Context: an optimization exercise on an open-source flow, tuned for small area, a short achievable clock period and few clock cycles per item. The choices shown serve that exercise and are no tape-out recipe.
In this exercise RTL edits were held to simulation tests only and were not proved equivalent to the original.
No activity file was given, so power comes from the tool's default toggle rates.

===== flow/config.mk =====
export PLATFORM = sky130hd
export DESIGN_NAME = vertex_fetch_index_cache
export DESIGN_NICKNAME = vertex_fetch_index_cache
export VERILOG_FILES = /design/flow/design.v
export SDC_FILE = /design/flow/constraint.sdc
export NUM_CORES = 4
export LEC_CHECK = 0
export CAP_MARGIN = 20
export CORE_MARGIN = 2
export CORE_UTILIZATION = 40
export CTS_BUF_LIST = sky130_fd_sc_hd__clkbuf_8
export SLEW_MARGIN = 20

===== flow/constraint.sdc =====
create_clock -name core_clock -period 9.5 [get_ports {clk_i}]
set_input_delay 1.9000 -clock core_clock [delete_from_list [all_inputs] [get_ports {clk_i}]]
set_output_delay 1.9000 -clock core_clock [all_outputs]
set_load 0.01 [all_outputs]

===== flow/design.v =====
package vfic_pkg;
  localparam int unsigned BatchSize  = 66;
  localparam int unsigned MaxAttribs = 16;
  localparam int unsigned SlotW      = 7;
  localparam int unsigned AttrW      = 4;
  localparam logic [1:0] RegDrawMode = 2'd0;
  localparam logic [1:0] RegAttrMask = 2'd1;
  localparam logic [1:0] RegInCount  = 2'd2;
  localparam logic CmdVertex = 1'b0;
  localparam logic CmdLoad   = 1'b1;
  localparam logic KindSlot  = 1'b0;
  localparam logic KindFetch = 1'b1;
endpackage
module vfic_booth_enc (
  input  logic [15:0] stride_i,
  output logic [8:0]  neg_o,
  output logic [8:0]  one_o,
  output logic [8:0]  two_o
);
  logic [18:0] s;
  assign s = {2'b00, stride_i, 1'b0};
  always_comb begin
    for (int i = 0; i < 9; i++) begin
      neg_o[i] = s[2*i+2];
      one_o[i] = s[2*i+1] ^ s[2*i];
      two_o[i] = (s[2*i+2] & ~s[2*i+1] & ~s[2*i]) | (~s[2*i+2] & s[2*i+1] & s[2*i]);
    end
  end
endmodule
module vfic_addr_unit (
  input  logic [8:0]  neg_i,
  input  logic [8:0]  one_i,
  input  logic [8:0]  two_i,
  input  logic [31:0] index_i,
  output logic [47:0] sum_o,
  output logic [47:0] carry_o
);
  logic [47:0] r [9];
  logic [32:0] low [9];
  always_comb begin
    for (int i = 0; i < 9; i++) begin
      low[i] = (one_i[i] ? {1'b0, index_i} : 33'd0) | (two_i[i] ? {index_i, 1'b0} : 33'd0);
      low[i] = neg_i[i] ? ~low[i] : low[i];
    end
    r[0] = {(neg_i[0] ? 15'h2aab : 15'h2aac), low[0]};
    for (int i = 1; i < 9; i++) begin
      r[i] = 48'(64'({~neg_i[i], low[i], 1'b0, neg_i[i-1]}) << (2 * i - 2));
    end
  end
  function automatic logic [95:0] csa(input logic [47:0] a, input logic [47:0] b,
                                      input logic [47:0] c);
    logic [47:0] s, cy;
    s  = a ^ b ^ c;
    cy = (a & b) | (a & c) | (b & c);
    csa = {cy[46:0], 1'b0, s};
  endfunction
  logic [47:0] s1a, c1a, s1b, c1b, s1c, c1c, s2a, c2a, s2b, c2b, s3, c3;
  assign {c1a, s1a} = csa(r[0], r[1], r[2]);
  assign {c1b, s1b} = csa(r[3], r[4], r[5]);
  assign {c1c, s1c} = csa(r[6], r[7], r[8]);
  assign {c2a, s2a} = csa(s1a, c1a, s1b);
  assign {c2b, s2b} = csa(c1b, s1c, c1c);
  assign {c3, s3}   = csa(s2a, c2a, s2b);
  assign {carry_o, sum_o} = csa(s3, c3, c2b);
endmodule
module vertex_fetch_index_cache (
  input  logic         clk_i,
  input  logic         rst_ni,
  input  logic         psel,
  input  logic         penable,
  input  logic         pwrite,
  input  logic [3:0]   paddr,
  input  logic [31:0]  pwdata,
  output logic [31:0]  prdata,
  output logic         pready,
  input  logic         s_axis_tvalid,
  output logic         s_axis_tready,
  input  logic [159:0] s_axis_tdata,
  input  logic         s_axis_tuser,
  input  logic         s_axis_tlast,
  output logic         m_axis_tvalid,
  input  logic         m_axis_tready,
  output logic [87:0]  m_axis_tdata,
  output logic         m_axis_tuser,
  output logic         m_axis_tlast
);
  localparam int unsigned SW = vfic_pkg::SlotW;
  localparam int unsigned NB = vfic_pkg::BatchSize;
  localparam int unsigned NA = vfic_pkg::MaxAttribs;
  logic        draw_mode_q;
  logic [15:0] mask_q;
  logic [4:0]  in_count_q;
  logic [21:0] prdata_q;
  assign pready = 1'b1;
  always_ff @(posedge clk_i or negedge rst_ni) begin
    if (!rst_ni) begin
      draw_mode_q <= 1'b0;
      mask_q      <= 16'd0;
      in_count_q  <= 5'd1;
    end else if (psel && penable && pwrite) begin
      unique case (paddr[3:2])
        vfic_pkg::RegDrawMode: draw_mode_q <= pwdata[0];
        vfic_pkg::RegAttrMask: mask_q      <= pwdata[15:0];
        vfic_pkg::RegInCount:  in_count_q  <= pwdata[4:0];
        default: ;
      endcase
    end
  end
  always_ff @(posedge clk_i) begin
    unique case (paddr[3:2])
      vfic_pkg::RegDrawMode: prdata_q <= {21'd0, draw_mode_q};
      vfic_pkg::RegAttrMask: prdata_q <= {6'd0, mask_q};
      vfic_pkg::RegInCount:  prdata_q <= {17'd0, in_count_q};
      default:               prdata_q <= 22'd0;
    endcase
  end
  assign prdata = {10'd0, prdata_q};
  logic [NA-1:0] emask;
  always_comb begin
    for (int j = 0; j < NA; j++) begin
      emask[j] = mask_q[j] && (5'(j) < in_count_q);
    end
  end
  logic          adv;         
  logic          o_v;
  logic          a_v, a_cmd, a_last;
  logic [89:0]   a_pl;        
  logic [31:0]   ctr_q;
  logic [1:0]    q_cnt, q_cnt_d;
  logic          b_vtx, b_load, b_take;
  logic          a_v_d, a_cmd_d;
  logic          p1_v, p1_f, p1_v_d, p1_f_d;
  logic          p2_v, p2_f, p2_v_d, p2_f_d;
  logic          rdy_q, rdy_d, a_free, s_pop;
  logic          in_acc;
  assign adv = !o_v || m_axis_tready;
  assign b_vtx  = a_v && !a_cmd && (q_cnt != 2'd2);
  assign b_load = a_v && a_cmd && (q_cnt == 2'd0) && !(p1_v && p1_f) && !(p2_v && p2_f);
  assign b_take = b_vtx || b_load;
  assign a_free = !a_v || b_take;
  assign s_axis_tready = rdy_q;
  assign rdy_d = !a_v_d ||
                 (a_cmd_d ? (q_cnt_d == 2'd0 && !(p1_v_d && p1_f_d) && !(p2_v_d && p2_f_d)) :
                            (q_cnt_d != 2'd2));
  assign in_acc = s_axis_tvalid && a_free;
  assign a_v_d   = a_free ? s_axis_tvalid : a_v;
  assign a_cmd_d = a_free ? s_axis_tuser : a_cmd;
  always_ff @(posedge clk_i or negedge rst_ni) begin
    if (!rst_ni) begin
      a_v   <= 1'b0;
      ctr_q <= 32'd0;
      rdy_q <= 1'b1;
    end else begin
      a_v   <= a_v_d;
      rdy_q <= rdy_d;
      if (in_acc && s_axis_tuser == vfic_pkg::CmdVertex) begin
        ctr_q <= s_axis_tlast ? 32'd0 : ctr_q + 32'd1;
      end
    end
  end
  logic [32:0] in_lo;
  logic [15:0] in_str;
  assign in_lo  = {1'b0, s_axis_tdata[67:36]} + {1'b0, s_axis_tdata[147:116]};
  assign in_str = (s_axis_tdata[115:100] != 16'd0) ? s_axis_tdata[115:100] :
                  {11'd0, s_axis_tdata[152:148]};
  always_ff @(posedge clk_i) begin
    if (a_free) begin
      a_cmd        <= s_axis_tuser;
      a_last       <= s_axis_tlast;
      a_pl[89:32]  <= {s_axis_tdata[35:32], s_axis_tdata[152:148], in_str,
                       s_axis_tdata[99:68], in_lo[32]};
      a_pl[31:0]   <= (s_axis_tuser == vfic_pkg::CmdLoad) ? in_lo[31:0] :
                      draw_mode_q ? ctr_q : s_axis_tdata[31:0];
    end
  end
  logic [31:0]   tag_q [NB];
  logic [SW-1:0] fill_q, pos_q, fill_e;
  logic [NB-1:0] match, vld_q, vld_e;
  logic          pm_q;
  logic          b_hit, b_bend;
  logic [SW-1:0] b_enc;
  logic [31:0]   b_idx;
  assign b_idx = a_pl[31:0];
  always_comb begin
    for (int i = 0; i < NB; i++) begin
      match[i] = (tag_q[i] == b_idx) && vld_e[i];
    end
  end
  always_comb begin
    b_enc = '0;
    for (int i = 0; i < NB; i++) begin
      b_enc = b_enc | (match[i] ? SW'(i) : SW'(0));
    end
  end
  assign b_hit  = |match;
  assign b_bend = (pos_q >= SW'(NB - 1)) || a_last;
  assign fill_e = fill_q + SW'(pm_q);
  assign vld_e  = pm_q ? {vld_q[NB-2:0], 1'b1} : vld_q;
  logic [NB-1:0] fill_dec, tag_we;
  always_comb begin
    for (int i = 0; i < NB; i++) fill_dec[i] = (fill_q == SW'(i));
  end
  assign tag_we = pm_q ? {fill_dec[NB-2:0], 1'b0} : fill_dec;
  always_ff @(posedge clk_i) begin
    for (int i = 0; i < NB; i++) begin
      if (tag_we[i]) tag_q[i] <= b_idx;
    end
  end
  always_ff @(posedge clk_i or negedge rst_ni) begin
    if (!rst_ni) begin
      fill_q <= '0;
      pos_q  <= '0;
      vld_q  <= '0;
      pm_q   <= 1'b0;
    end else if (b_vtx && b_bend) begin
      fill_q <= '0;
      pos_q  <= '0;
      vld_q  <= '0;
      pm_q   <= 1'b0;
    end else begin
      fill_q <= fill_e;
      vld_q  <= vld_e;
      pm_q   <= b_vtx && !b_hit;
      if (b_vtx) pos_q <= pos_q + SW'(1);
    end
  end
  logic [63:0] d_bo   [NA];
  logic [15:0] d_str  [NA];
  logic [4:0]  d_size [NA];
  logic [3:0]  ld_attr;
  logic [63:0] ld_bo;
  logic [15:0] ld_str;
  logic [4:0]  ld_size;
  assign ld_attr   = a_pl[89:86];
  assign ld_size   = a_pl[85:81];
  assign ld_str    = a_pl[80:65];
  assign ld_bo     = {a_pl[64:33] + {31'd0, a_pl[32]}, a_pl[31:0]};
  always_ff @(posedge clk_i) begin
    for (int j = 0; j < NA; j++) begin
      if (b_load && ld_attr == 4'(j)) begin
        d_bo[j]   <= ld_bo;
        d_str[j]  <= ld_str;
        d_size[j] <= ld_size;
      end
    end
  end
  logic [31:0]   q_idx  [2];
  logic [SW-1:0] q_enc  [2];
  logic [SW-1:0] q_fill [2];
  logic [1:0]    q_hit, q_bend;
  logic          q_wp, q_rp;
  logic          q0_new, q0_shift, q1_new;
  logic          h_hit, h_bend;
  logic [SW-1:0] h_slot;
  assign q0_new   = b_vtx && (q_cnt == 2'd0 || (q_cnt == 2'd1 && s_pop));
  assign q0_shift = s_pop && q_cnt == 2'd2;
  assign q1_new   = b_vtx && q_cnt == 2'd1 && !s_pop;
  assign q_cnt_d  = q_cnt + 2'(b_vtx) - 2'(s_pop);
  always_ff @(posedge clk_i) begin
    if (q0_new) begin
      q_idx[0] <= b_idx;
    end else if (q0_shift) begin
      q_idx[0] <= q_idx[1];
    end
    if (q1_new) begin
      q_idx[1] <= b_idx;
    end
    if (b_vtx) begin
      q_enc[q_wp]  <= b_enc;
      q_fill[q_wp] <= fill_e;
      q_hit[q_wp]  <= b_hit;
      q_bend[q_wp] <= b_bend;
    end
  end
  always_ff @(posedge clk_i or negedge rst_ni) begin
    if (!rst_ni) begin
      q_cnt <= 2'd0;
      q_wp  <= 1'b0;
      q_rp  <= 1'b0;
    end else begin
      q_cnt <= q_cnt_d;
      if (b_vtx) q_wp <= !q_wp;
      if (s_pop) q_rp <= !q_rp;
    end
  end
  assign h_hit  = q_hit[q_rp];
  assign h_bend = q_bend[q_rp];
  assign h_slot = h_hit ? q_enc[q_rp] : q_fill[q_rp];
  logic [NA-1:0] rem_q, oh_q, rem_nx;
  logic          s_any, s_issue;
  logic [3:0]    s_j;
  logic [15:0]   s_str;
  logic [8:0]    s_neg, s_one, s_two;
  function automatic logic [NA-1:0] lowest(input logic [NA-1:0] v);
    logic [NA-1:0] below;
    below[0] = 1'b0;
    for (int j = 1; j < NA; j++) below[j] = below[j-1] | v[j-1];
    lowest = v & ~below;
  endfunction
  assign rem_nx  = rem_q & ~oh_q;
  assign s_any   = !h_hit && (rem_q != '0);
  assign s_issue = adv && (q_cnt != 2'd0);
  assign s_pop   = s_issue && !s_any;
  always_comb begin
    s_j   = '0;
    s_str = '0;
    for (int j = 0; j < NA; j++) begin
      s_j   = s_j | (oh_q[j] ? 4'(j) : 4'd0);
      s_str = s_str | (oh_q[j] ? d_str[j] : 16'd0);
    end
  end
  vfic_booth_enc u_enc (
    .stride_i(s_str),
    .neg_o   (s_neg),
    .one_o   (s_one),
    .two_o   (s_two)
  );
  always_ff @(posedge clk_i or negedge rst_ni) begin
    if (!rst_ni) begin
      rem_q <= '0;
      oh_q  <= '0;
    end else if (q_cnt == 2'd0 || s_pop) begin
      rem_q <= emask;
      oh_q  <= lowest(emask);
    end else if (s_issue) begin
      rem_q <= rem_nx;
      oh_q  <= lowest(rem_nx);
    end
  end
  logic          p1_hit, p1_bend;
  logic [3:0]    p1_j;
  logic [SW-1:0] p1_slot;
  logic [8:0]    p1_neg, p1_one, p1_two;
  logic [47:0]   p1_sum, p1_carry;
  assign p1_v_d = adv ? (q_cnt != 2'd0) : p1_v;
  assign p1_f_d = adv ? s_any : p1_f;
  always_ff @(posedge clk_i or negedge rst_ni) begin
    if (!rst_ni) begin
      p1_v <= 1'b0;
    end else begin
      p1_v <= p1_v_d;
    end
  end
  always_ff @(posedge clk_i) begin
    p1_f <= p1_f_d;
    if (adv) begin
      p1_j    <= s_j;
      p1_slot <= h_slot;
      p1_hit  <= h_hit;
      p1_bend <= h_bend;
      p1_neg  <= s_neg;
      p1_one  <= s_one;
      p1_two  <= s_two;
    end
  end
  vfic_addr_unit u_mul (
    .neg_i  (p1_neg),
    .one_i  (p1_one),
    .two_i  (p1_two),
    .index_i(q_idx[0]),
    .sum_o  (p1_sum),
    .carry_o(p1_carry)
  );
  logic          p2_hit, p2_bend;
  logic [3:0]    p2_j;
  logic [SW-1:0] p2_slot;
  logic [47:0]   p2_sum, p2_carry, p2_prod;
  assign p2_v_d = adv ? p1_v : p2_v;
  assign p2_f_d = adv ? p1_f : p2_f;
  always_ff @(posedge clk_i or negedge rst_ni) begin
    if (!rst_ni) begin
      p2_v <= 1'b0;
    end else begin
      p2_v <= p2_v_d;
    end
  end
  always_ff @(posedge clk_i) begin
    p2_f <= p2_f_d;
    if (adv) begin
      p2_j     <= p1_j;
      p2_slot  <= p1_slot;
      p2_hit   <= p1_hit;
      p2_bend  <= p1_bend;
      p2_sum   <= p1_sum;
      p2_carry <= p1_carry;
    end
  end
  assign p2_prod = p2_sum + p2_carry;
  logic          p3_v, p3_f, p3_hit, p3_bend;
  logic [3:0]    p3_j;
  logic [SW-1:0] p3_slot;
  logic [4:0]    p3_size;
  logic [47:0]   p3_prod;
  logic [63:0]   p3_bo, p3_addr;
  always_ff @(posedge clk_i or negedge rst_ni) begin
    if (!rst_ni) begin
      p3_v <= 1'b0;
    end else if (adv) begin
      p3_v <= p2_v;
    end
  end
  always_ff @(posedge clk_i) begin
    if (adv) begin
      p3_f    <= p2_f;
      p3_j    <= p2_f ? p2_j : 4'd0;
      p3_slot <= p2_slot;
      p3_hit  <= p2_hit;
      p3_bend <= p2_bend && !p2_f;
      p3_prod <= p2_f ? p2_prod : 48'd0;
      p3_bo   <= p2_f ? d_bo[p2_j] : 64'd0;
      p3_size <= p2_f ? d_size[p2_j] : 5'd0;
    end
  end
  assign p3_addr = p3_bo + {16'd0, p3_prod};
  logic [87:0] od_q;
  logic        ou_q, ol_q;
  always_ff @(posedge clk_i or negedge rst_ni) begin
    if (!rst_ni) begin
      o_v <= 1'b0;
    end else if (adv) begin
      o_v <= p3_v;
    end
  end
  always_ff @(posedge clk_i) begin
    if (adv) begin
      od_q <= {6'd0, p3_bend, p3_size, p3_addr, p3_j, p3_hit, p3_slot};
      ou_q <= p3_f;
      ol_q <= !p3_f;
    end
  end
  assign m_axis_tvalid = o_v;
  assign m_axis_tdata  = od_q;
  assign m_axis_tuser  = ou_q;
  assign m_axis_tlast  = ol_q;
endmodule

===== flow/flow/run.sh =====
#!/bin/bash
# The standard layout (the standard.sh, standard synthesis unchanged), with
# two layout knobs: repair_timing aims for a larger setup margin, and the port
# buffers are plain buffers instead of the delay cells buffer_ports picks.
# Constraints (clock period, I/O delays, loads) are the standard flow's, untouched.
set -euo pipefail
bash standard.sh \
  SETUP_SLACK_MARGIN=${MARGIN:-6.0} \
  "BUFFER_PORTS_ARGS=-buffer_cell sky130_fd_sc_hd__buf_2" \
  finish > make_finish.log 2>&1

===== flow/standard.sh =====
#!/bin/bash
# synth_recipe.tcl (not shown) runs the flow's synth.tcl, then flattens the netlist and writes it again
# the make line also repeats each setting of config.mk as NAME=value (left out here)
make -C /OpenROAD-flow-scripts/flow DESIGN_CONFIG=/design/flow/config.mk WORK_HOME=/design/flow/orfs CLKGATE_MAP_FILE= SYNTH_SCRIPT=/design/flow/synth_recipe.tcl "${@:-finish}"

==> impl_metrics.toml, run 1 <==
[placement]
place.port_buffers = 281
gp_congestion = 0.810
place_hpwl_um = 284000

[run]
maxCapViolations = 0

[cts]
clock_latency_ps = 1270
cts_made_buffers = 685
cts_buffer_depth = 4
cts_sinks = 4210
clk_pin_slew_worst_paths_ps = 60
cts_tree = "yes"
root_buffer = "clkbuf_8"
cts_htree_levels = 6

[yosys]
ys_seq_area_share_pct = 68.3
async_flop_share_pct = 4.18
yosys-top-cells-area = "edfxtp_1 66%, xor2_1 7.8%, xnor2_1 4.4%"
synth_edf_count = 4015
synthCells = 11816
synth_area_per_cell_um2 = 15.5
ys_types = 86
ys.warnings.count = 15
ys_ff_latch = 4210
yosys.area.top_type = "edfxtp_1"
yosys.area.top_type_share_pct = 65.7
synth-main-ff-cell = "edfxtp_1"
netlist_area_mm2 = 0.184

[global_routing]
grt_pass1_vias = 106708
track_usage_pct = 24.1
grt-ovfl-total = 0
grt_pass1_wl_um = 804000
grt_max_degree = 103
antenna_found_initial = 42

[die]
placementRows = 248
die_area_mm2 = 0.465
die_y_um = 682
start_util_pct = 40.2
pin_count = 330
coreArea_mm2 = 0.457
die_w_um = 682

[timing]
setup_viol = 0
maxSlewHeadroom_pct = 2.43
fin_crit_ps = 4000
hold_viol = 0
clock_skew_ps = 112
fin_setup_tns_ps = 0
drv_slew = 0
tightestPinTransition_ps = 1460
clock.fmax_ghz = 0.250
period_share_pct = 42.2
rsz0062_at_grt = "yes"

[pwr]
p_leak_nw = 74.7
vdd_drop_max_mv = 0.631
p_total_mw = 84.5
power_density_mw_per_mm2 = 394

[worst_hold_path]
min_path_cells = 0
worst_hold_path.endpoint = "p2_slot[2]"
hp-class = "reg2reg"
worst_hold_startpoint = "p1_slot[2]"

[detailed_routing]
drtAntennaViolNets = 0
wl_um = 589000
drt_drc_violations_left = 0
first_iter_violations = 13513
avgViaCountPerCell = 5.67
vias = 111348
wire_per_inst_um = 30.0
drt_first_pass_iters = 6

[setup_path]
critPathSlowestCell = "edfxtp_1"
worst-path-buf-inv = 1
cp-start-kind = "register"
timing.rr.start = "a_pl[23]"
path_cells = "buf_2"
cpPeakStageDelay_ps = 620
cp-end-kind = "output pin"
crit_type = "reg2out"
cp.arrival_ps = 2100
rr_worst_depth = 12
path_max_fanout = 1
cp_top_family = "flip-flops"
critPathRequiredTime_ps = 7600
r2r_setup_slack_ps = 5740

[finish]
syn_to_final_growth_pct = 16.7
drive_gt1_share_pct = 18.1
final_nets = 13506

[status]
status = "complete, no violations"
==> state kept, by name, summed over array words and instances (netlist names), 66 cells and up, named ones only <==
name    cells
vld_q      66
od_q       82
tag_q    2112
d_size     80
d_str     256
a_pl       90
d_bo     1024
==> layout make-up <==
type / count / area (µm²)
Fill cell: 39632 / 242000
Sequential cell: 4210 / 125000
Multi-Input combinational cell: 6669 / 55300
Timing Repair Buffer: 1066 / 12300
Clock buffer: 719 / 9900
Tap cell: 6125 / 7660
Clock inverter: 523 / 2620
Inverter: 283 / 1090
Antenna cell: 26 / 65.1
==> kinds of logic after synthesis <==
| logic type | after synthesis | share of synthesized area (%) |
|---|---|---|
| AO/OA/AOI/OAI | 1565 | 6.26 |
| XOR/XNOR | 2566 | 12.2 |
| adder cells (fa/ha/maj) | 386 | 3.54 |
| buffers and inverters | 969 | 3.12 |
| flip-flops | 4210 | 68.3 |
| multiplexers | 167 | 0.951 |
| other | 2 | 0.00409 |
| AND/OR/NAND/NOR | 1951 | 5.64 |
==> routing by layer <==
| metal | wire length (µm) | global-route usage [%] |
|---|---|---|
| met5 | 304 | 0 |
| met4 | 18000 | 6.82 |
| met3 | 61400 | 4.97 |
| met2 | 265000 | 37.4 |
| met1 | 244000 | 34.4 |
==> synth_stat cells, types with 174 or more instances <==
cell      number
nand2_1      262
inv_1        278
fa_1         222
nand3_1      223
clkbuf_1     349
a22oi_1      707
nor4_1       408
xor2_1      1642
nor2_1       334
a21oi_1      213
nand4_1      318
edfxtp_1    4015
xnor2_1      924
dfrtp_1      174
==> timing repair <==
action,4_1_cts,5_1_grt
hold buffers,0,0
resized for setup,392,327
setup buffers,229,109
setup endpoints to repair,1223,879
endpoints found under the hold margin,0,0
pin swaps,49,135
gates cloned,71,26
==> layout by cell type, fill, tap and decap left out, drive strengths merged, types with 107 or more instances in the layout <==
| master | instances |
|---|---|
| fa | 222 |
| o21ai | 152 |
| a22oi | 707 |
| nor3 | 138 |
| ha | 164 |
| nor2 | 346 |
| clkbuf | 745 |
| dfrtp | 174 |
| inv | 573 |
| nand3 | 223 |
| edfxtp | 4015 |
| clkinv | 211 |
| xnor2 | 924 |
| nand4 | 318 |
| nand2 | 262 |
| buf | 980 |
| mux2i | 107 |
| a21oi | 213 |
| xor2 | 1642 |
| nor4 | 409 |
==> worst max-delay path by stage <==
stage                                  to        startpoint  depth (start not counted)  slack, ps
after floorplan                 ctr_q[30]          q_cnt[1]                          8       2960
after global placement           a_pl[29]  s_axis_tdata[39]                         12       4360
after detailed placement         a_pl[29]  s_axis_tdata[39]                         12       4330
after CTS                 m_axis_tdata[4]           od_q[4]                          1       5410
after global routing      m_axis_tdata[4]           od_q[4]                          1       5460
final                     m_axis_tdata[4]           od_q[4]                          1       5500
==> power by group <==
part	internal (mW)	switching, mW
sequential	26.7	1.35
clock	7.27	7.42
combinational	15.7	26.1
==> per-stage QoR <==
stage	setup WS, ps	hold WS (ps)	util [%]	instances	area (µm²)
floorplan	2960	400	-	11837	184000
global placement	4360	403	42.1	17916	192000
detailed placement	4330	405	42.1	17916	192000
CTS	5410	414	46.2	19458	211000
global route	5460	416	46.9	19599	214000
finish	5500	408	46.9	19621	214000
Testbench counts, summed over its fixed seeds: cycles 64,530, vertices 22,812.
==> run 2: changes to the inputs <==
--- a/flow/design.v
+++ b/flow/design.v
@@ -177,3 +177,3 @@
   logic [SW-1:0] fill_q, pos_q, fill_e;
-  logic [NB-1:0] match, vld_q, vld_e;
+  logic [NB-1:0] match, vld_e;
   logic          pm_q;
@@ -197,3 +197,5 @@
   assign fill_e = fill_q + SW'(pm_q);
-  assign vld_e  = pm_q ? {vld_q[NB-2:0], 1'b1} : vld_q;
+  always_comb begin
+    for (int i = 0; i < NB; i++) vld_e[i] = (SW'(i) < fill_q) || (pm_q && fill_q == SW'(i));
+  end
   logic [NB-1:0] fill_dec, tag_we;
@@ -212,3 +214,2 @@
       pos_q  <= '0;
-      vld_q  <= '0;
       pm_q   <= 1'b0;
@@ -217,3 +218,2 @@
       pos_q  <= '0;
-      vld_q  <= '0;
       pm_q   <= 1'b0;
@@ -221,3 +221,2 @@
       fill_q <= fill_e;
-      vld_q  <= vld_e;
       pm_q   <= b_vtx && !b_hit;
--- a/flow/flow/run.sh
+++ b/flow/flow/run.sh
@@ -7,3 +7,3 @@
 bash standard.sh \
-  SETUP_SLACK_MARGIN=${MARGIN:-6.0} \
+  SETUP_SLACK_MARGIN=${MARGIN:-5.8} \
   "BUFFER_PORTS_ARGS=-buffer_cell sky130_fd_sc_hd__buf_2" \
--- a/flow/config.mk
+++ b/flow/config.mk
@@ -10,3 +10,2 @@
 export CORE_UTILIZATION = 40
-export CTS_BUF_LIST = sky130_fd_sc_hd__clkbuf_8
 export SLEW_MARGIN = 20
==> run 2 against run 1 <==
  * Critical path type is now reg2reg
  * Synthesized area decreased by 1.5%
  * Global-route usage decreased by 2.3 points
  * Final cell count decreased by 4.7%
  * Highest routed layer unchanged
  * Still clean on timing, DRC and antenna
==> impl_metrics.toml, run 2 <==
[cts]
root_buffer = "clkbuf_16"
cts_made_buffers = 425
clock_latency_ps = 1030
cts_tree = "yes"
cts_sinks = 4144
clk_pin_slew_worst_paths_ps = 70
cts_htree_levels = 5
holdBufCountCts = 0
cts_buffer_depth = 4

[finish]
layout_commonest_cell = "edfxtp_1"
top_regs = "tag_q: 2112 flops, d_bo: 1024 flops, d_str: 256 flops"
nFillCells = 38882
largest_reg_flops = 2112
top_register = "tag_q"
final_nets = 12958
final_cell_mix = "4,015 x edfxtp_1, 1,302 x xor2_1, 1,225 x xnor2_1"
syn_to_final_growth_pct = 15.2
drive_gt1_share_pct = 14.3
fin_area_mm2 = 0.208

[status]
status = "complete, no violations"

[yosys]
yosys.area.top_type = "edfxtp_1"
synthCells = 11814
synthTopCellsByCount = "4,015 x edfxtp_1, 1,303 x xor2_1, 1,246 x xnor2_1"
ys_ff_latch = 4144
async_flop_share_pct = 2.65
synth_area_per_cell_um2 = 15.3
ys_seq_area_share_pct = 68.4
synth_edf_count = 4015
yosys.area.top_type_share_pct = 66.7
yosysMostFrequentCell = "edfxtp_1"
netlist_area_mm2 = 0.181
ys.warnings.count = 15
ys_types = 86
synth-main-ff-cell = "edfxtp_1"
yosys-top-cells-area = "edfxtp_1 67%, xor2_1 6.3%, xnor2_1 6.0%"

[placement]
gp_congestion = 0.937
place_area_mm2 = 0.191
place.port_buffers = 281
place_hpwl_um = 288000

[die]
die_y_um = 676
die_w_um = 676
start_util_pct = 40.2
pin_count = 330
die_area_mm2 = 0.457
coreArea_mm2 = 0.449
placementRows = 246

[pwr]
combinationalPowerShare_pct = 48.4
switching_power_mw = 34.7
vdd_drop_max_mv = 0.579
sw_frac_of_total_pct = 40.4
pwr-share-clk_pct = 18.9
seqPwrFrac_pct = 32.7
p_leak_nw = 69.7
power_density_mw_per_mm2 = 412
power.internal_mw = 51.1

[setup_path]
cp-end-kind = "register"
path_max_fanout = 22
cpPeakStageDelay_ps = 600
critPathSlowestCell = "dfrtp_2"
crit_start = "fill_q[2]"
cp_top_family = "simple AND/OR/NAND/NOR gates"
path_cells = "or2_2, or3_1, a21oi_2, nor3_4, nor2_2, nand4_1, and4b_1, nand4bb_2"
critPathRequiredTime_ps = 10180
r2r_setup_slack_ps = 5760
cp.arrival_ps = 4420
cp.depth = 8
cp-start-kind = "register"
rr_worst_depth = 8
timing.rr.start = "fill_q[2]"
worst-path-buf-inv = 0
crit_type = "reg2reg"

[timing]
setup_viol = 0
maxSlewHeadroom_pct = 15.6
fin_crit_ps = 3740
fin_setup_tns_ps = 0
clock.fmax_ghz = 0.268
tightestPinTransition_ps = 1260
drv_slew = 0
clock_skew_ps = 111
period_share_pct = 39.3
hold_viol = 0
rsz0062_at_grt = "yes"

[global_routing]
grt_pass1_wl_um = 737000
grt_pass1_vias = 101501
grt_max_degree = 108
antenna_found_initial = 55
grt-ovfl-total = 0
track_usage_pct = 21.8

[run]
maxCapViolations = 0

[worst_hold_path]
hp-class = "reg2reg"
min_path_cells = 0

[detailed_routing]
drtAntennaViolNets = 0
vias = 106074
wl_um = 539000
wire_per_inst_um = 28.8
first_iter_violations = 13122
drt_drc_violations_left = 0
avgViaCountPerCell = 5.67
drt_first_pass_iters = 6
run 2: worst min-delay path by stage:
stage                     from         end  slack (ps)
floorplan           p3_slot[0]     od_q[0]         400
global placement    p2_slot[6]  p3_slot[6]         400
detailed placement  p3_slot[4]     od_q[4]         400
CTS                 p3_slot[2]     od_q[2]         350
global route        p3_slot[2]     od_q[2]         350
finish              p3_slot[2]     od_q[2]         350
run 2: layer usage:
metal | wire length (µm) | track usage (%)
met5 | 147 | 0
met4 | 15000 | 5.59
met3 | 53200 | 4.43
met1 | 229000 | 31.3
met2 | 242000 | 33.9
run 2: cell type report:
class	instances	area, µm²	area share, %
inverter	282	1090	0.524
clock inverter	256	2330	1.12
multi-input combinational	6715	54600	26.2
clock buffer	525	11200	5.36
sequential	4144	124000	59.4
tap	5952	7450	3.57
antenna	19	47.5	0.0228
timing repair buffer	799	7980	3.83
run 2: cell families (layout without fill, tap and decap cells):
kind of cell | count (synthesis) | count (layout) | share of synthesized area, %
flops | 4144 | 4144 | 68.4
xor+xnor | 2549 | 2549 | 12.3
simple gates | 1922 | 1927 | 5.78
compound gates | 1737 | 1737 | 6.92
buf+inv | 981 | 1862 | 2.39
fa+ha+maj | 386 | 386 | 3.59
mux | 93 | 93 | 0.554
other cells | 2 | 42 | 0.00415
run 2: what timing repair did:
action | 4_1_cts | 5_1_grt
pin swaps | 18 | 27
gates cloned | 16 | 28
setup endpoints to repair | 837 | 424
resized for setup | 179 | 167
setup buffers | 68 | 58
run 2: per-stage QoR:
stage          instances  util, %  hold slack, ps  setup slack [ps]  power (mW)
5_1_grt            18678     46.4             352              5680        91.8
4_1_cts            18582     45.9             350              5760        84.6
2_1_floorplan      11835        -             400              4700        53.7
3_5_place_dp       17717     42.5             405              4470        67.3
6_report           18692     46.4             350              5760        85.8
3_3_place_gp       17712     42.4             401              4410        66.7
run 2: power by group through the flow:
stage	combinational [mW]	clock (mW)	sequential (mW)
after floorplan	24.7	0	29.0
after global placement	38.0	0	28.8
after detailed placement	38.4	0	28.8
after CTS	40.0	16.4	28.2
final	41.5	16.2	28.1
after global routing	46.4	17.1	28.2
Testbench counts of run 2, summed over its fixed seeds: cycles 64,530, vertices 22,812.
==> run 3: changes to the inputs <==
--- a/flow/config.mk
+++ b/flow/config.mk
@@ -10,2 +10,4 @@
 export CORE_UTILIZATION = 40
+export CTS_CLUSTER_DIAMETER = 100
+export CTS_CLUSTER_SIZE = 30
 export SLEW_MARGIN = 20
==> run 3 against run 2 <==
  * Power is 9.4% lower
  * Via count is 2.5% lower
  * Cell area is 4.4% lower
  * Critical path depth is 4 higher
  * Register-to-register slack hardly changed
  * Hold slack better by 76 ps
  * Global-route usage is 0.75 points lower
  * First-iteration DRC count is 0.58% higher
  * Wire length is 3.5% lower
  * Clock skew is 51 ps higher
  * Sequential share of layout area is 2.8 points higher
  * Critical path type is now in2reg
  * Largest power group unchanged
==> impl_metrics.toml, run 3 <==
[status]
status = "complete, no violations"

[yosys]
synth_top_family_by_area = "XOR/XNOR gates"
synth-simple-area-share_pct = 5.78
ys_types = 86
netlist_area_mm2 = 0.181
synthTopCellsByCount = "4,015 x edfxtp_1, 1,303 x xor2_1, 1,246 x xnor2_1"
ys.warnings.count = 15
ys_ff_latch = 4144
synth_mux_area_share_pct = 0.554
ys_seq_area_share_pct = 68.4
yosys-top-cells-area = "edfxtp_1 67%, xor2_1 6.3%, xnor2_1 6.0%"
synthCells = 11814
synthAdderAreaFrac_pct = 3.59
synth_xor_area_share_pct = 12.3
yosys.area.top_type = "edfxtp_1"
synth_area_per_cell_um2 = 15.3
synth_edf_count = 4015
yosys.area.top_type_share_pct = 66.7
yosysMostFrequentCell = "edfxtp_1"
async_flop_share_pct = 2.65
synth_compound_area_share_pct = 6.92
synth-main-ff-cell = "edfxtp_1"

[detailed_routing]
drtAntennaViolNets = 0
wl_um = 520000
drt_drc_violations_left = 0
first_iter_violations = 13198
drt_first_pass_iters = 6
vias = 103393
avgViaCountPerCell = 5.70
wire_per_inst_um = 28.7

[finish]
top_regs = "tag_q: 2112 flops, d_bo: 1024 flops, d_str: 256 flops"
largest_reg_flops = 2112
drive_gt1_share_pct = 11.5
final_nets = 12682
top_register = "tag_q"
final_cell_mix = "4,015 x edfxtp_1, 1,302 x xor2_1, 1,225 x xnor2_1"
syn_to_final_growth_pct = 10.1
layout_commonest_cell = "edfxtp_1"

[global_routing]
grt_pass1_wl_um = 714000
antenna_found_initial = 52
track_usage_pct = 21.1
grt_pass1_vias = 98309
grt_max_degree = 108
grt-ovfl-total = 0

[setup_path]
worst-path-buf-inv = 1
cp_top_family = "compound AO/OA/AOI/OAI gates"
cp-end-kind = "register"
rr_worst_depth = 10
path_common_cell = "a21oi_2"
cp.depth = 12
crit_type = "in2reg"
cpPeakStageDelay_ps = 410
cp-start-kind = "primary input"
cp.arrival_ps = 4410
path_max_fanout = 3
critPathRequiredTime_ps = 10180
critPathSlowestCell = "o41a_1"
path_cells = "buf_2, ha_4, a21o_1, or3_4, o211ai_1, a31oi_2, a21oi_2, a21oi_2, a41o_1, o41a_1, xnor2_1, a21oi_1"

[pwr]
pwr-share-clk_pct = 11.7
vdd_drop_max_mv = 0.543
power.internal_mw = 45.1
p_total_mw = 77.7
p_leak_nw = 65.1
seqPwrFrac_pct = 36.1
combinationalPowerShare_pct = 52.2
sw_frac_of_total_pct = 41.9
switching_power_mw = 32.6
power_density_mw_per_mm2 = 390

[cts]
root_buffer = "clkbuf_16"
cts_sinks = 4144
cts_tree = "yes"
cts_made_buffers = 170
cts_buffer_depth = 4
holdBufCountCts = 0
clock_latency_ps = 980
cts_htree_levels = 4
clk_pin_slew_worst_paths_ps = 110

[placement]
gp_congestion = 0.937
place.port_buffers = 281
place_hpwl_um = 288000

[timing]
setup_viol = 0
fin_crit_ps = 3740
tightestPinTransition_ps = 1310
clock.fmax_ghz = 0.268
maxSlewHeadroom_pct = 12.9
rsz0062_at_grt = "yes"
hold_viol = 0
period_share_pct = 39.3
drv_slew = 0
fin_setup_tns_ps = 0
clock_skew_ps = 162

[worst_hold_path]
min_path_cells = 0
hp-class = "reg2reg"

[run]
maxCapViolations = 0

[die]
pin_count = 330
die_y_um = 676
die_w_um = 676
start_util_pct = 40.2
placementRows = 246
coreArea_mm2 = 0.449
die_area_mm2 = 0.457
## run 3: cell types whose count changed in the layout (fill, tap and decap cells not counted), sizes merged
cell and change:
bufbuf -8, buf -4, clkinv -190, diode -3
clkinvlp -10, bufinv -24, inv +2, clkbuf -329
## run 3: routing by layer
| layer | vias up | part of all wire, % | global-route usage (%) |
|---|---|---|---|
| met5 | - | 0.034 | 0 |
| met4 | 28 | 2.3 | 4.44 |
| met3 | 557 | 9.4 | 4.01 |
| met2 | 4416 | 45 | 32.9 |
| met1 | 53572 | 43 | 30.7 |
| li1 | 44820 | - | - |
## run 3: final timing paths
path,from,endpoint,slack [ps]
max reg2reg,fill_q[6],register,5770
max in group asynchronous,rst_ni,fill_q[1],7080
max,s_axis_tdata[121],a_pl[30],5760
min in group asynchronous,rst_ni,mask_q[12],980
min reg2reg,p3_j[2],od_q[10],430
min,p3_j[2],od_q[10],430
## run 3: per-stage QoR
step | cell area, µm² | std cells | utilization [%] | worst slack, ps | hold WS (ps)
2_1_floorplan | 181000 | 11835 | - | 4700 | 400
5_1_grt | 199000 | 18113 | 44.3 | 5690 | 438
6_report | 199000 | 18126 | 44.3 | 5760 | 426
3_3_place_gp | 191000 | 17712 | 42.4 | 4410 | 401
4_1_cts | 197000 | 18026 | 43.9 | 5790 | 430
3_5_place_dp | 191000 | 17717 | 42.5 | 4470 | 405
## run 3: kinds of logic after synthesis
logic type	Yosys count
flip-flops	4144
XOR/XNOR	2549
AND/OR/NAND/NOR	1922
AO/OA/AOI/OAI	1737
buffers and inverters	981
adder cells (fa/ha/maj)	386
multiplexers	93
other	2
## run 3: power by group through the flow
stage | clock network [mW] | registers, mW | logic, mW
after global routing | 9.82 | 28.3 | 45.6
after global placement | 0 | 28.8 | 38.0
after CTS | 9.25 | 28.2 | 39.4
after floorplan | 0 | 29.0 | 24.7
final | 9.09 | 28.1 | 40.6
after detailed placement | 0 | 28.8 | 38.4
## run 3: layout make-up
class,instances,area (µm²)
antenna,16,40.0
clock buffer,205,4390
clock inverter,34,526
fill,39674,250000
inverter,282,1090
multi-input combinational,6715,54600
sequential,4144,124000
tap,5952,7450
timing repair buffer,778,7310
## run 3: worst reg2reg max path: cells and delay by family, from the launching register on
family / cells / cell delay [ps]
simple gates: 6 / 1590
compound gates: 3 / 1150
flops: 1 / 380
buf+inv: 1 / 320
## run 3: what timing repair did
action,in CTS,in global routing
pin swaps,19,26
gates cloned,8,24
gates resized for setup,166,165
setup buffers,62,55
endpoints found under the setup margin,804,441
==> run 4: changes to the inputs <==
--- a/flow/config.mk
+++ b/flow/config.mk
@@ -9,3 +9,3 @@
 export CORE_MARGIN = 2
-export CORE_UTILIZATION = 40
+export CORE_UTILIZATION = 55
 export CTS_CLUSTER_DIAMETER = 100
==> run 4 against run 3 <==
  * Power is 1.9% higher
  * Fmax is 1.4% lower
  * Wire length is 4.4% higher
  * Utilization is 16 points higher
  * Worst setup slack worse by 54 ps
  * Clock-buffer cell count is 17 higher
  * Final cell count is 8.4% lower
  * Non-clock buffer count is 67 higher
  * Critical path depth stayed put
  * Clock power is 0.6% higher
==> impl_metrics.toml, run 4 <==
[detailed_routing]
drtAntennaViolNets = 0
drt_drc_violations_left = 0
wl_um = 542000
drt_first_pass_iters = 6
avgViaCountPerCell = 6.43
vias = 106628
first_iter_violations = 13042
wire_per_inst_um = 32.7

[setup_path]
timing.rr.start = "a_pl[16]"
cp-end-kind = "register"
r2r_setup_slack_ps = 5710
rr_worst_depth = 12
r2r-end = "pm_q"
crit_type = "reg2reg"
cp.arrival_ps = 4630
critPathRequiredTime_ps = 10340
path_max_fanout = 48
cp-start-kind = "register"

[yosys]
ys_types = 86
ys_seq_area_share_pct = 68.4
yosys.area.top_type = "edfxtp_1"
synth_top_family_by_area = "XOR/XNOR gates"
yosys.area.top_type_share_pct = 66.7
synthTopCellsByCount = "4,015 x edfxtp_1, 1,303 x xor2_1, 1,246 x xnor2_1"
yosys-top-cells-area = "edfxtp_1 67%, xor2_1 6.3%, xnor2_1 6.0%"
yosysMostFrequentCell = "edfxtp_1"
synth-simple-area-share_pct = 5.78
synthAdderAreaFrac_pct = 3.59
synth_edf_count = 4015
ys_ff_latch = 4144
synthCells = 11814
async_flop_share_pct = 2.65
ys.warnings.count = 15
synth_area_per_cell_um2 = 15.3
synth-main-ff-cell = "edfxtp_1"
synth_compound_area_share_pct = 6.92
synth_mux_area_share_pct = 0.554
synth_xor_area_share_pct = 12.3
netlist_area_mm2 = 0.181

[finish]
top_regs = "tag_q: 2112 flops, d_bo: 1024 flops, d_str: 256 flops"
final_cell_mix = "4,015 x edfxtp_1, 1,300 x xor2_1, 1,224 x xnor2_1"
layout_commonest_cell = "edfxtp_1"
largest_reg_flops = 2112
top_register = "tag_q"
multiInputGateArea_mm2 = 0.0550
fin_area_mm2 = 0.198
syn_to_final_growth_pct = 9.65
nFillCells = 24671
final_nets = 12748
drive_gt1_share_pct = 12.3
seqCellArea_mm2 = 0.124

[cts]
root_buffer = "clkbuf_16"
clk_pin_slew_worst_paths_ps = 110
cts_htree_levels = 4
cts_tree = "yes"
cts_sinks = 4144
cts_buffer_depth = 4
cts_made_buffers = 171
clock_latency_ps = 960

[timing]
period_share_pct = 39.9
rsz0062_at_grt = "yes"
hold_viol = 0
clock_skew_ps = 81.0
tightestPinTransition_ps = 1370
clock.fmax_ghz = 0.264
fin_setup_tns_ps = 0
maxSlewHeadroom_pct = 8.34
setup_viol = 0
fin_crit_ps = 3790
hold_slack_ps = 432
drv_slew = 0

[pwr]
p_leak_nw = 65.7
power_density_mw_per_mm2 = 400
vdd_drop_max_mv = 0.636

[global_routing]
top_usage_layer = "met2"
track_usage_pct = 31.7
grt-ovfl-total = 0
grtUsageMet2_pct = 49.0
grt_pass1_wl_um = 757000
grt_max_degree = 88
grt_pass1_vias = 103617
antenna_found_initial = 34
grtUsageMet3_pct = 4.71
grt_util_met1_pct = 47.6

[placement]
place.port_buffers = 281
place_hpwl_um = 314000
place_area_mm2 = 0.189
gp_congestion = 0.938

[worst_hold_path]
hp-class = "reg2reg"
worst_hold_path.endpoint = "p2_hit"
min_path_cells = 0
worst_hold_startpoint = "p1_hit"

[die]
die_y_um = 577
coreArea_mm2 = 0.327
pin_count = 330
die_w_um = 577
placementRows = 210
start_util_pct = 55.3
die_area_mm2 = 0.333

[run]
maxCapViolations = 0

[status]
status = "complete, no violations"
[run 4: metrics by stage]
step	setup WS, ps	total power [mW]	utilization (%)	std cells
after floorplan	4700	53.7	-	11835
after global placement	4310	67.6	57.7	16144
after detailed placement	4370	68.3	57.7	16147
after CTS	5740	78.8	60.1	16531
after global routing	5710	84.7	60.6	16586
final	5710	79.2	60.6	16595
[run 4: worst max-delay path, stage by stage (launching register included)]
cell,delay [ps]
edfxtp_1,440
buf_12,200
buf_16,360
xor2_1,200
nor4_2,340
nand4_1,510
a211oi_4,520
a31oi_2,120
o31ai_2,200
a311oi_2,120
nand4b_1,170
nand4bb_2,220
nor2_1,70
[run 4: repair_timing]
item	CTS	global route
setup buffers	120	34
cloned	11	8
resized for setup	212	167
hold buffers	0	0
setup endpoints to repair	733	526
pin swaps	31	44
[run 4: cell families after synthesis]
| kind of cell | after synthesis |
|---|---|
| flip-flops | 4144 |
| adder cells (fa/ha/maj) | 386 |
| other | 2 |
| AND/OR/NAND/NOR | 1922 |
| buffers and inverters | 981 |
| XOR/XNOR | 2549 |
| AO/OA/AOI/OAI | 1737 |
| multiplexers | 93 |
[run 4: layout make-up]
type                    instances  area share (%)
inverters                     282           0.547
diodes                         12          0.0151
clock buffers                 222            2.31
multi-input cells            6713            27.7
repair buffers                845            4.04
clock inverters                31           0.219
well taps                    4346            2.74
flip-flops and latches       4144            62.4
[run 4: metal layers]
layer / vias to the layer above / part of all wire (%)
met2: 5017 / 45
li1: 44950 / -
met5: - / 0.022
met1: 55994 / 43
met3: 651 / 8.9
met4: 16 / 2.7
[run 4: power breakdown]
| group | internal [mW] | switching, mW |
|---|---|---|
| registers | 26.9 | 1.29 |
| clock network | 3.57 | 5.57 |
| logic | 15.4 | 26.6 |
[run 4: worst max-delay path by stage]
stage,from,slack (ps),cells after the start,end
5_1_grt,s_axis_tdata[40],5710,12,a_pl[30]
3_5_place_dp,s_axis_tdata[49],4370,12,a_pl[30]
3_3_place_gp,s_axis_tdata[49],4310,12,a_pl[30]
4_1_cts,s_axis_tdata[40],5740,12,a_pl[30]
2_1_floorplan,fill_q[6],4700,5,tag_q[15][0]
6_report,a_pl[16],5710,12,pm_q
==> run 5: changes to the inputs <==
--- a/flow/config.mk
+++ b/flow/config.mk
@@ -9,3 +9,3 @@
 export CORE_MARGIN = 2
-export CORE_UTILIZATION = 55
+export CORE_UTILIZATION = 40
 export CTS_CLUSTER_DIAMETER = 100
@@ -13 +13,2 @@
 export SLEW_MARGIN = 20
+export TNS_END_PERCENT = 20
==> run 5 against run 4 <==
  * Still clean
  * Final cell count rose by 9.3%
  * Synthesized cell count is the same
  * Fmax fell by 1.0%
  * First-iteration DRC count decreased by 1.8%
  * Global-route usage shrank 10 points
  * Sequential share of layout area is 0.32 points lower
  * Die area rose by 37%
  * Wire length down 4.1%
  * Clock-buffer cell count is 13 lower
  * Critical path depth shrank 6
  * Utilization fell by 16 points
  * Critical endpoint is now tag_q[12][13]
  * Largest power group unchanged
==> impl_metrics.toml, run 5 <==
[status]
status = "complete, no violations"

[yosys]
synth_area_per_cell_um2 = 15.3
yosys-top-cells-area = "edfxtp_1 67%, xor2_1 6.3%, xnor2_1 6.0%"
ys_seq_area_share_pct = 68.4
yosys.area.top_type_share_pct = 66.7
synthCells = 11814
ys_ff_latch = 4144
yosysMostFrequentCell = "edfxtp_1"
synth-main-ff-cell = "edfxtp_1"
ys.warnings.count = 15
yosys.area.top_type = "edfxtp_1"
ys_types = 86
async_flop_share_pct = 2.65
netlist_area_mm2 = 0.181
synthTopCellsByCount = "4,015 x edfxtp_1, 1,303 x xor2_1, 1,246 x xnor2_1"
synth_edf_count = 4015

[setup_path]
cpPeakStageDelay_ps = 850
path_cells = "buf_4, and2_2, nand2_1, o21ai_0, nand3_1, nor2_4"
cp-start-kind = "register"
critPathRequiredTime_ps = 10060
cp.arrival_ps = 4390
path_max_fanout = 32
cp-end-kind = "register"
crit_type = "reg2reg"
critPathSlowestCell = "nor2_4"

[global_routing]
track_usage_pct = 21.6
antenna_found_initial = 57
grtUsageMet3_pct = 3.83
grt_pass1_vias = 99037
grt_pass1_wl_um = 726000
top_usage_layer = "met2"
grt-ovfl-total = 0
grt_util_met1_pct = 31.1
grtUsageMet2_pct = 34.0
grt_max_degree = 136

[cts]
root_buffer = "clkbuf_16"
clock_latency_ps = 980
cts_made_buffers = 171
cts_sinks = 4144
holdBufCountCts = 0
cts_htree_levels = 4
cts_buffer_depth = 4
clk_pin_slew_worst_paths_ps = 120
cts_tree = "yes"

[worst_hold_path]
hp-class = "reg2reg"

[timing]
setup_viol = 0
maxSlewHeadroom_pct = 21.1
hold_slack_ps = 428
clock_skew_ps = 136
period_share_pct = 40.3
tightestPinTransition_ps = 1180
hold_viol = 0
drv_slew = 0
fin_setup_tns_ps = 0
clock.fmax_ghz = 0.261
fin_crit_ps = 3830
rsz0062_at_grt = "yes"

[die]
die_area_mm2 = 0.457
pin_count = 330
die_y_um = 676
placementRows = 246
die_w_um = 676
coreArea_mm2 = 0.449
start_util_pct = 40.2

[finish]
largest_reg_flops = 2112
stdcell_count = 18134
multiInputGateArea_mm2 = 0.0546
syn_to_final_growth_pct = 10.2
top_register = "tag_q"
drive_gt1_share_pct = 11.4
seqCellArea_mm2 = 0.124
top_regs = "tag_q: 2112 flops, d_bo: 1024 flops, d_str: 256 flops"
nFillCells = 39587
final_nets = 12661
layout_commonest_cell = "edfxtp_1"
final_cell_mix = "4,015 x edfxtp_1, 1,302 x xor2_1, 1,223 x xnor2_1"

[pwr]
p_leak_nw = 65.1
vdd_drop_max_mv = 0.759
p_total_mw = 78.7
power_density_mw_per_mm2 = 395

[detailed_routing]
drt_drc_violations_left = 0
avgViaCountPerCell = 5.72
drt_first_pass_iters = 6
wire_per_inst_um = 28.7
wl_um = 520000
drtAntennaViolNets = 0
first_iter_violations = 12813
vias = 103683

[placement]
place_hpwl_um = 289000
dp.cells = 17725
place.port_buffers = 281
gp_congestion = 0.957

[run]
maxCapViolations = 0
-- run 5: cell counts after synthesis --
Identical to the previous run, type by type.
-- run 5: cells by family (layout without fill, tap and decap cells) --
family | after synthesis | in the layout | share of synthesized area, %
adder cells (fa/ha/maj) | 386 | 386 | 3.59
multiplexers | 93 | 93 | 0.554
flip-flops | 4144 | 4144 | 68.4
AND/OR/NAND/NOR | 1922 | 1924 | 5.78
XOR/XNOR | 2549 | 2549 | 12.3
AO/OA/AOI/OAI | 1737 | 1737 | 6.92
other | 2 | 56 | 0.00415
buffers and inverters | 981 | 1293 | 2.39
-- run 5: critical path, delay by kind of cell (launching register included) --
kind	cells	cell delay [ps]
AO/OA/AOI/OAI	1	640
buffers and inverters	1	400
flip-flops	1	350
AND/OR/NAND/NOR	4	1960
-- run 5: worst paths after layout --
| path | depth (start not counted) | from | slack (ps) | to |
|---|---|---|---|---|
| worst min register to register | 0 | p2_hit | 430 | p3_hit |
| worst min-delay path | 0 | p2_hit | 430 | p3_hit |
| worst max-delay path | 6 | pm_q | 5670 | tag_q[12][13] |
| worst max register to register | 6 | pm_q | 5670 | tag_q[12][13] |
| max in group asynchronous | 2 | rst_ni | 7160 | fill_q[6] |
| min in group asynchronous | 1 | rst_ni | 1080 | mask_q[9] |
-- run 5: power by group --
group,total [mW],internal [mW],leakage (nW),switching (mW)
registers,28.0,26.9,38.3,1.16
logic,41.5,15.2,24.4,26.3
clock network,9.21,3.48,2.43,5.73
-- run 5: area by class of cell --
cell class	count	share of cell area, %
Multi-Input combinational cell	6712	27.4
Clock inverter	43	0.291
Inverter	282	0.546
Sequential cell	4144	62.1
Tap cell	5952	3.74
Clock buffer	209	2.23
Timing Repair Buffer	759	3.67
Antenna cell	33	0.0414
-- run 5: through the flow --
step / area [µm²] / worst slack, ps / utilization (%)
global route: 199000 / 5590 / 44.3
global placement: 191000 / 4460 / 42.4
detailed placement: 191000 / 4520 / 42.5
CTS: 197000 / 5550 / 43.8
floorplan: 181000 / 4660 / -
finish: 199000 / 5670 / 44.3
-- run 5: repair_timing --
action / CTS / global route
pin swaps: 7 / 22
buffers inserted: 17 / 74
cloned: 13 / 11
endpoints found under the setup margin: 747 / 522
resized for setup: 125 / 190
-- run 5: routing by layer --
metal | part of all wire (%) | vias up
li1 | - | 44805
met1 | 43 | 53756
met2 | 46 | 4490
met3 | 8.9 | 614
met4 | 2.3 | 18
met5 | 0.022 | -
==> run 6: changes to the inputs <==
--- a/flow/config.mk
+++ b/flow/config.mk
@@ -7,3 +7,3 @@
 export LEC_CHECK = 0
-export CAP_MARGIN = 20
+export CAP_MARGIN = 10
 export CORE_MARGIN = 2
@@ -12,3 +12,2 @@
 export CTS_CLUSTER_SIZE = 30
-export SLEW_MARGIN = 20
-export TNS_END_PERCENT = 20
+export SLEW_MARGIN = 10
==> run 6 against run 5 <==
  * Synthesized area is the same
  * First-iteration DRC count shrank 1.9%
  * Hold slack lost 49 ps
  * Still clean on timing, DRC and antenna
  * Clock power grew 0.7%
  * Sequential power is essentially flat
  * Sequential share of layout area shrank 0.14 points
  * Via count grew 0.28%
  * Utilization grew 0.10 points
  * Power shrank 0.27%
  * Register-to-register slack gained 40 ps
==> impl_metrics.toml, run 6 <==
[setup_path]
r2r-end = "q_enc[0][3]"
rr_worst_depth = 9
cp.depth = 9
r2r_setup_slack_ps = 5710
critPathRequiredTime_ps = 10260
cpPeakStageDelay_ps = 700
crit_end = "q_enc[0][3]"
path_max_fanout = 22
worst-path-buf-inv = 0
crit_start = "fill_q[2]"
timing.rr.start = "fill_q[2]"
cp.arrival_ps = 4550
cp-end-kind = "register"
crit_type = "reg2reg"
path_cells = "and2_1, nand2_2, o22ai_1, nand3_1, o211ai_1, a41o_1, or3_1, nor2_1, nand4_1"
cp_top_family = "simple AND/OR/NAND/NOR gates"
cp-start-kind = "register"
critPathSlowestCell = "dfrtp_2"

[yosys]
netlist_area_mm2 = 0.181
yosys-top-cells-area = "edfxtp_1 67%, xor2_1 6.3%, xnor2_1 6.0%"
synth_area_per_cell_um2 = 15.3
ys_seq_area_share_pct = 68.4
synth_edf_count = 4015
ys.warnings.count = 15
synthTopCellsByCount = "4,015 x edfxtp_1, 1,303 x xor2_1, 1,246 x xnor2_1"
yosys.area.top_type_share_pct = 66.7
yosys.area.top_type = "edfxtp_1"
synthCells = 11814
synth-main-ff-cell = "edfxtp_1"
yosysMostFrequentCell = "edfxtp_1"
async_flop_share_pct = 2.65
ys_ff_latch = 4144
ys_types = 86

[die]
die_area_mm2 = 0.457
start_util_pct = 40.2
coreArea_mm2 = 0.449
placementRows = 246
die_y_um = 676
pin_count = 330
die_w_um = 676

[timing]
fin_ws_ps = 5710
clock_skew_ps = 107
fin_setup_tns_ps = 0
maxSlewHeadroom_pct = 13.4
setup_viol = 0
tightestPinTransition_ps = 1300
drv_slew = 0
clock.fmax_ghz = 0.264
rsz0062_at_grt = "yes"
fin_crit_ps = 3790
hold_slack_ps = 379
hold_viol = 0
period_share_pct = 39.9

[pwr]
vdd_drop_max_mv = 0.610
p_leak_nw = 65.4
power_density_mw_per_mm2 = 393
p_total_mw = 78.5

[status]
status = "complete, no violations"

[global_routing]
grt_pass1_wl_um = 729000
track_usage_pct = 21.6
grt_max_degree = 108
grt_pass1_vias = 99325
antenna_found_initial = 55
grt-ovfl-total = 0

[placement]
place.port_buffers = 281
place_area_mm2 = 0.191
dp_slack_ps = 4430
gp_congestion = 0.937
place_hpwl_um = 288000
dp.cells = 17712

[finish]
top_register = "tag_q"
nFillCells = 39519
layout_commonest_cell = "edfxtp_1"
utilization_pct = 44.4
final_cell_mix = "4,015 x edfxtp_1, 1,301 x xor2_1, 1,231 x xnor2_1"
drive_gt1_share_pct = 11.8
stdcell_count = 18153
final_nets = 12708
largest_reg_flops = 2112
syn_to_final_growth_pct = 10.5
fin_area_mm2 = 0.200
top_regs = "tag_q: 2112 flops, d_bo: 1024 flops, d_str: 256 flops"

[cts]
cts_tree = "yes"
root_buffer = "clkbuf_16"
cts_sinks = 4144
clk_pin_slew_worst_paths_ps = 110
cts_made_buffers = 171
holdBufCountCts = 0
cts_buffer_depth = 4
clock_latency_ps = 970
cts_htree_levels = 4

[detailed_routing]
wl_um = 527000
first_iter_violations = 12572
vias = 103969
drtAntennaViolNets = 0
avgViaCountPerCell = 5.73
drt_drc_violations_left = 0
drt_first_pass_iters = 6
wire_per_inst_um = 29.0

[worst_hold_path]
hp-class = "reg2reg"

[run]
maxCapViolations = 0
-- run 6: worst min-delay path by stage --
stage | start | to | slack, ps | cells after the start
2_1_floorplan | p3_slot[0] | od_q[0] | 400 | 0
3_3_place_gp | p2_slot[6] | p3_slot[6] | 400 | 0
3_5_place_dp | p3_slot[0] | od_q[0] | 400 | 0
4_1_cts | p3_slot[2] | od_q[2] | 390 | 0
5_1_grt | p3_slot[2] | od_q[2] | 390 | 0
6_report | p3_slot[2] | od_q[2] | 380 | 0
-- run 6: kinds of logic (layout without fill, tap and decap cells) --
family | count (synthesis) | in the layout | synth area share, %
adder cells (fa/ha/maj) | 386 | 386 | 3.59
XOR/XNOR | 2549 | 2549 | 12.3
flip-flops | 4144 | 4144 | 68.4
buffers and inverters | 981 | 1327 | 2.39
AND/OR/NAND/NOR | 1922 | 1929 | 5.78
multiplexers | 93 | 93 | 0.554
other | 2 | 36 | 0.00415
AO/OA/AOI/OAI | 1737 | 1737 | 6.92
-- run 6: layer usage --
layer  share of wire, %  GRT usage, %  wire length, µm
met4                2.5          4.78            13300
met2                 45          33.8           239000
met5              0.039             0              207
met3                9.5          4.20            49900
met1                 43          31.4           225000
-- run 6: timing repair --
item | in CTS | in global routing
cloned | 18 | 24
setup buffers | 64 | 77
pin swaps | 18 | 31
gates resized for setup | 184 | 181
setup endpoints to repair | 817 | 384
-- run 6: power breakdown --
part	switching [mW]	internal [mW]	leakage (nW)
Combinational	26.0	15.2	24.6
Clock	5.70	3.57	2.47
Sequential	1.19	26.8	38.3
-- run 6: final cells by class --
type / count / area (µm²) / area share (%)
sequential: 4144 / 124000 / 61.9
timing repair buffer: 801 / 7720 / 3.86
antenna: 13 / 32.5 / 0.0163
clock inverter: 37 / 621 / 0.311
inverter: 282 / 1090 / 0.546
clock buffer: 207 / 4490 / 2.25
multi-input combinational: 6717 / 54600 / 27.4
tap: 5952 / 7450 / 3.73
==> run 7: changes to the inputs <==
--- a/flow/flow/run.sh
+++ b/flow/flow/run.sh
@@ -7,3 +7,3 @@
 bash standard.sh \
-  SETUP_SLACK_MARGIN=${MARGIN:-5.8} \
+  SETUP_SLACK_MARGIN=${MARGIN:-5.9} \
   "BUFFER_PORTS_ARGS=-buffer_cell sky130_fd_sc_hd__buf_2" \
--- a/flow/config.mk
+++ b/flow/config.mk
@@ -7,3 +7,3 @@
 export LEC_CHECK = 0
-export CAP_MARGIN = 10
+export CAP_MARGIN = 20
 export CORE_MARGIN = 2
@@ -12,2 +12,2 @@
 export CTS_CLUSTER_SIZE = 30
-export SLEW_MARGIN = 10
+export SLEW_MARGIN = 20
==> run 7 against run 6 <==
  * Final cell count rose by 0.82%
  * Largest power group unchanged
  * Clock-buffer cell count down 3
  * Hold slack gained 44 ps
  * Register-to-register slack improved by 70 ps
  * Die area unchanged
  * Utilization increased by 0.77 points
  * Clock power is essentially flat
  * Synthesized cell count did not move
  * Largest cell class unchanged
==> impl_metrics.toml, run 7 <==
[status]
status = "complete, no violations"

[yosys]
synth_area_per_cell_um2 = 15.3
yosysMostFrequentCell = "edfxtp_1"
synth-main-ff-cell = "edfxtp_1"
synthTopCellsByCount = "4,015 x edfxtp_1, 1,303 x xor2_1, 1,246 x xnor2_1"
synth_edf_count = 4015
ys.warnings.count = 15
synthCells = 11814
yosys-top-cells-area = "edfxtp_1 67%, xor2_1 6.3%, xnor2_1 6.0%"
netlist_area_mm2 = 0.181
yosys.area.top_type_share_pct = 66.7
ys_types = 86
ys_ff_latch = 4144
async_flop_share_pct = 2.65
yosys.area.top_type = "edfxtp_1"
ys_seq_area_share_pct = 68.4

[global_routing]
antenna_found_initial = 53
grt_pass1_vias = 101052
grt_pass1_wl_um = 782000
grt-ovfl-total = 0
track_usage_pct = 23.7
grt_max_degree = 142

[timing]
rsz0062_at_grt = "yes"
clock.fmax_ghz = 0.269
fin_ws_ps = 5780
fin_setup_tns_ps = 0
tightestPinTransition_ps = 1250
maxSlewHeadroom_pct = 16.6
hold_viol = 0
clock_skew_ps = 116
drv_slew = 0
hold_slack_ps = 423
period_share_pct = 39.2
fin_crit_ps = 3720
setup_viol = 0

[die]
placementRows = 246
die_area_mm2 = 0.457
die_w_um = 676
pin_count = 330
coreArea_mm2 = 0.449
start_util_pct = 40.2
die_y_um = 676

[run]
maxCapViolations = 0

[detailed_routing]
first_iter_violations = 14920
wl_um = 579000
wire_per_inst_um = 31.6
vias = 108051
drt_drc_violations_left = 0
drtAntennaViolNets = 0
avgViaCountPerCell = 5.90
drt_first_pass_iters = 7

[cts]
root_buffer = "clkbuf_16"
cts_tree = "yes"
cts_made_buffers = 170
cts_htree_levels = 4
clock_latency_ps = 970
clk_pin_slew_worst_paths_ps = 110
cts_sinks = 4144
cts_buffer_depth = 4

[setup_path]
cpPeakStageDelay_ps = 890
crit_type = "reg2reg"
cp-end-kind = "register"
worst-path-buf-inv = 1
cp_top_family = "simple AND/OR/NAND/NOR gates"
path_max_fanout = 32
path_common_cell = "nand2_1"
path_cells = "buf_4, and2_2, nand2_1, o21ai_0, nand2_1, nor2_4"
critPathSlowestCell = "nor2_4"
cp.arrival_ps = 4330
cp-start-kind = "register"
critPathRequiredTime_ps = 10110

[placement]
place_hpwl_um = 286000
place.port_buffers = 281
dp_slack_ps = 4480
dp.cells = 17698
gp_congestion = 0.931

[finish]
largest_reg_flops = 2112
top_regs = "tag_q: 2112 flops, d_bo: 1024 flops, d_str: 256 flops"
nFillCells = 39083
final_cell_mix = "4,015 x edfxtp_1, 1,301 x xor2_1, 1,223 x xnor2_1"
top_register = "tag_q"
multiInputGateArea_mm2 = 0.0552
stdcell_count = 18301
drive_gt1_share_pct = 13.3
seqCellArea_mm2 = 0.124
syn_to_final_growth_pct = 12.4
final_nets = 12832
layout_commonest_cell = "edfxtp_1"

[pwr]
power_density_mw_per_mm2 = 403
p_leak_nw = 67.1
vdd_drop_max_mv = 0.703

[worst_hold_path]
hp-class = "reg2reg"
-- run 7: cell counts after synthesis --
Identical to the previous run, type by type.
-- run 7: metal layers --
metal / part of all wire (%) / GRT usage (%)
met2: 45 / 37.0
met5: 0.018 / 0
met4: 3.5 / 6.43
met1: 41 / 33.8
met3: 11 / 4.74
-- run 7: cells by family (layout without fill, tap and decap cells) --
family                   Yosys count  count (layout)  share of synthesized area (%)
AO/OA/AOI/OAI                   1737            1737                           6.92
XOR/XNOR                        2549            2549                           12.3
adder cells (fa/ha/maj)          386             386                           3.59
buffers and inverters            981            1453                           2.39
flip-flops                      4144            4144                           68.4
multiplexers                      93              93                          0.554
other                              2              61                        0.00415
AND/OR/NAND/NOR                 1922            1926                           5.78
-- run 7: worst register-to-register path, delay by kind of cell (launching register included) --
family	cells	cell delay [ps]
and+or+nand+nor	4	1950
AOI/OAI and AO/OA	1	630
buffers and inverters	1	380
DFF	1	340
-- run 7: layout make-up --
cell class	count	share of cell area, %
Sequential cell	4144	60.9
Multi-Input combinational cell	6714	27.2
Timing Repair Buffer	929	5.21
Tap cell	5952	3.66
Clock buffer	204	2.18
Inverter	282	0.541
Clock inverter	38	0.313
Antenna cell	38	0.0468
-- run 7: metrics by stage --
step	power [mW]	utilization (%)	instance area, µm²
2_1_floorplan	53.7	-	181000
3_3_place_gp	66.8	42.4	191000
3_5_place_dp	67.4	42.4	191000
4_1_cts	80.2	44.6	200000
5_1_grt	87.1	45.2	203000
6_report	81.8	45.2	203000
-- run 7: worst paths after layout --
path | cells after the start | from | to | slack [ps]
min reg2reg | 0 | p3_size[3] | od_q[79] | 420
min in group asynchronous | 1 | rst_ni | mask_q[9] | 890
max in group asynchronous | 3 | rst_ni | fill_q[0] | 7000
max | 6 | pm_q | tag_q[52][26] | 5780
max reg2reg | 6 | pm_q | tag_q[52][26] | 5780
min | 0 | p3_size[3] | od_q[79] | 420
-- run 7: repair_timing --
item                                    4_1_cts  5_1_grt
gates cloned                                 63       35
endpoints found under the setup margin      863      371
setup buffers                               137       82
pin swaps                                    29       80
hold buffers                                  0        0
resized for setup                           256      261
-- run 7: power breakdown --
group / internal (mW) / switching, mW / total [mW]
combinational: 16.5 / 28.0 / 44.5
sequential: 26.8 / 1.18 / 28.0
clock: 3.54 / 5.75 / 9.29
total: 46.9 / 34.9 / 81.8

-- afterwards: timing with drivers on the ports --
Ports are ideal in the flow. The routed layouts listed here were re-timed in OpenROAD.
Step 1: set_driving_cell puts a clkbuf_16 on clk_i and a buf_2 on each other input, an assumption about the parent block.
Step 2 adds t to the input delays and takes it off the output delays; t is the mean of the earliest and latest rising clock arrival at the registers after step 1. Input paths then give back, and output paths get back, about the clock's delay inside the block.
Three values: no drivers, after step 1, after step 2; two values: the first two.
run | shift t [ns] | slack for setup (ns) | hold WS [ns] | worst register clock-pin slew, ns | cell pins on the clock port's net
run 1 | 1.329 | 5.496 / 5.389 / 4.806 | 0.408 / 0.408 / 0.408 | 0.07 / 0.07 | 1
run 2 | 1.081 | 5.764 / 5.705 / 4.810 | 0.350 / 0.350 / 0.350 | 0.08 / 0.08 | 1
run 3 | 1.009 | 5.765 / 5.742 / 4.840 | 0.426 / 0.426 / 0.426 | 0.12 / 0.12 | 1
run 4 | 1.022 | 5.711 / 5.711 / 4.864 | 0.432 / 0.432 / 0.432 | 0.12 / 0.12 | 1
run 5 | 1.022 | 5.671 / 5.671 / 4.749 | 0.428 / 0.428 / 0.428 | 0.12 / 0.12 | 1
run 6 | 1.028 | 5.709 / 5.709 / 4.805 | 0.379 / 0.379 / 0.379 | 0.12 / 0.12 | 1
run 7 | 1.039 | 5.780 / 5.780 / 4.832 | 0.423 / 0.423 / 0.423 | 0.12 / 0.12 | 1
After both steps setup and hold are still met in every run listed. The setup slack of run 2, which loses most, moves by -0.059 ns with the drivers and by -0.954 ns with both steps.
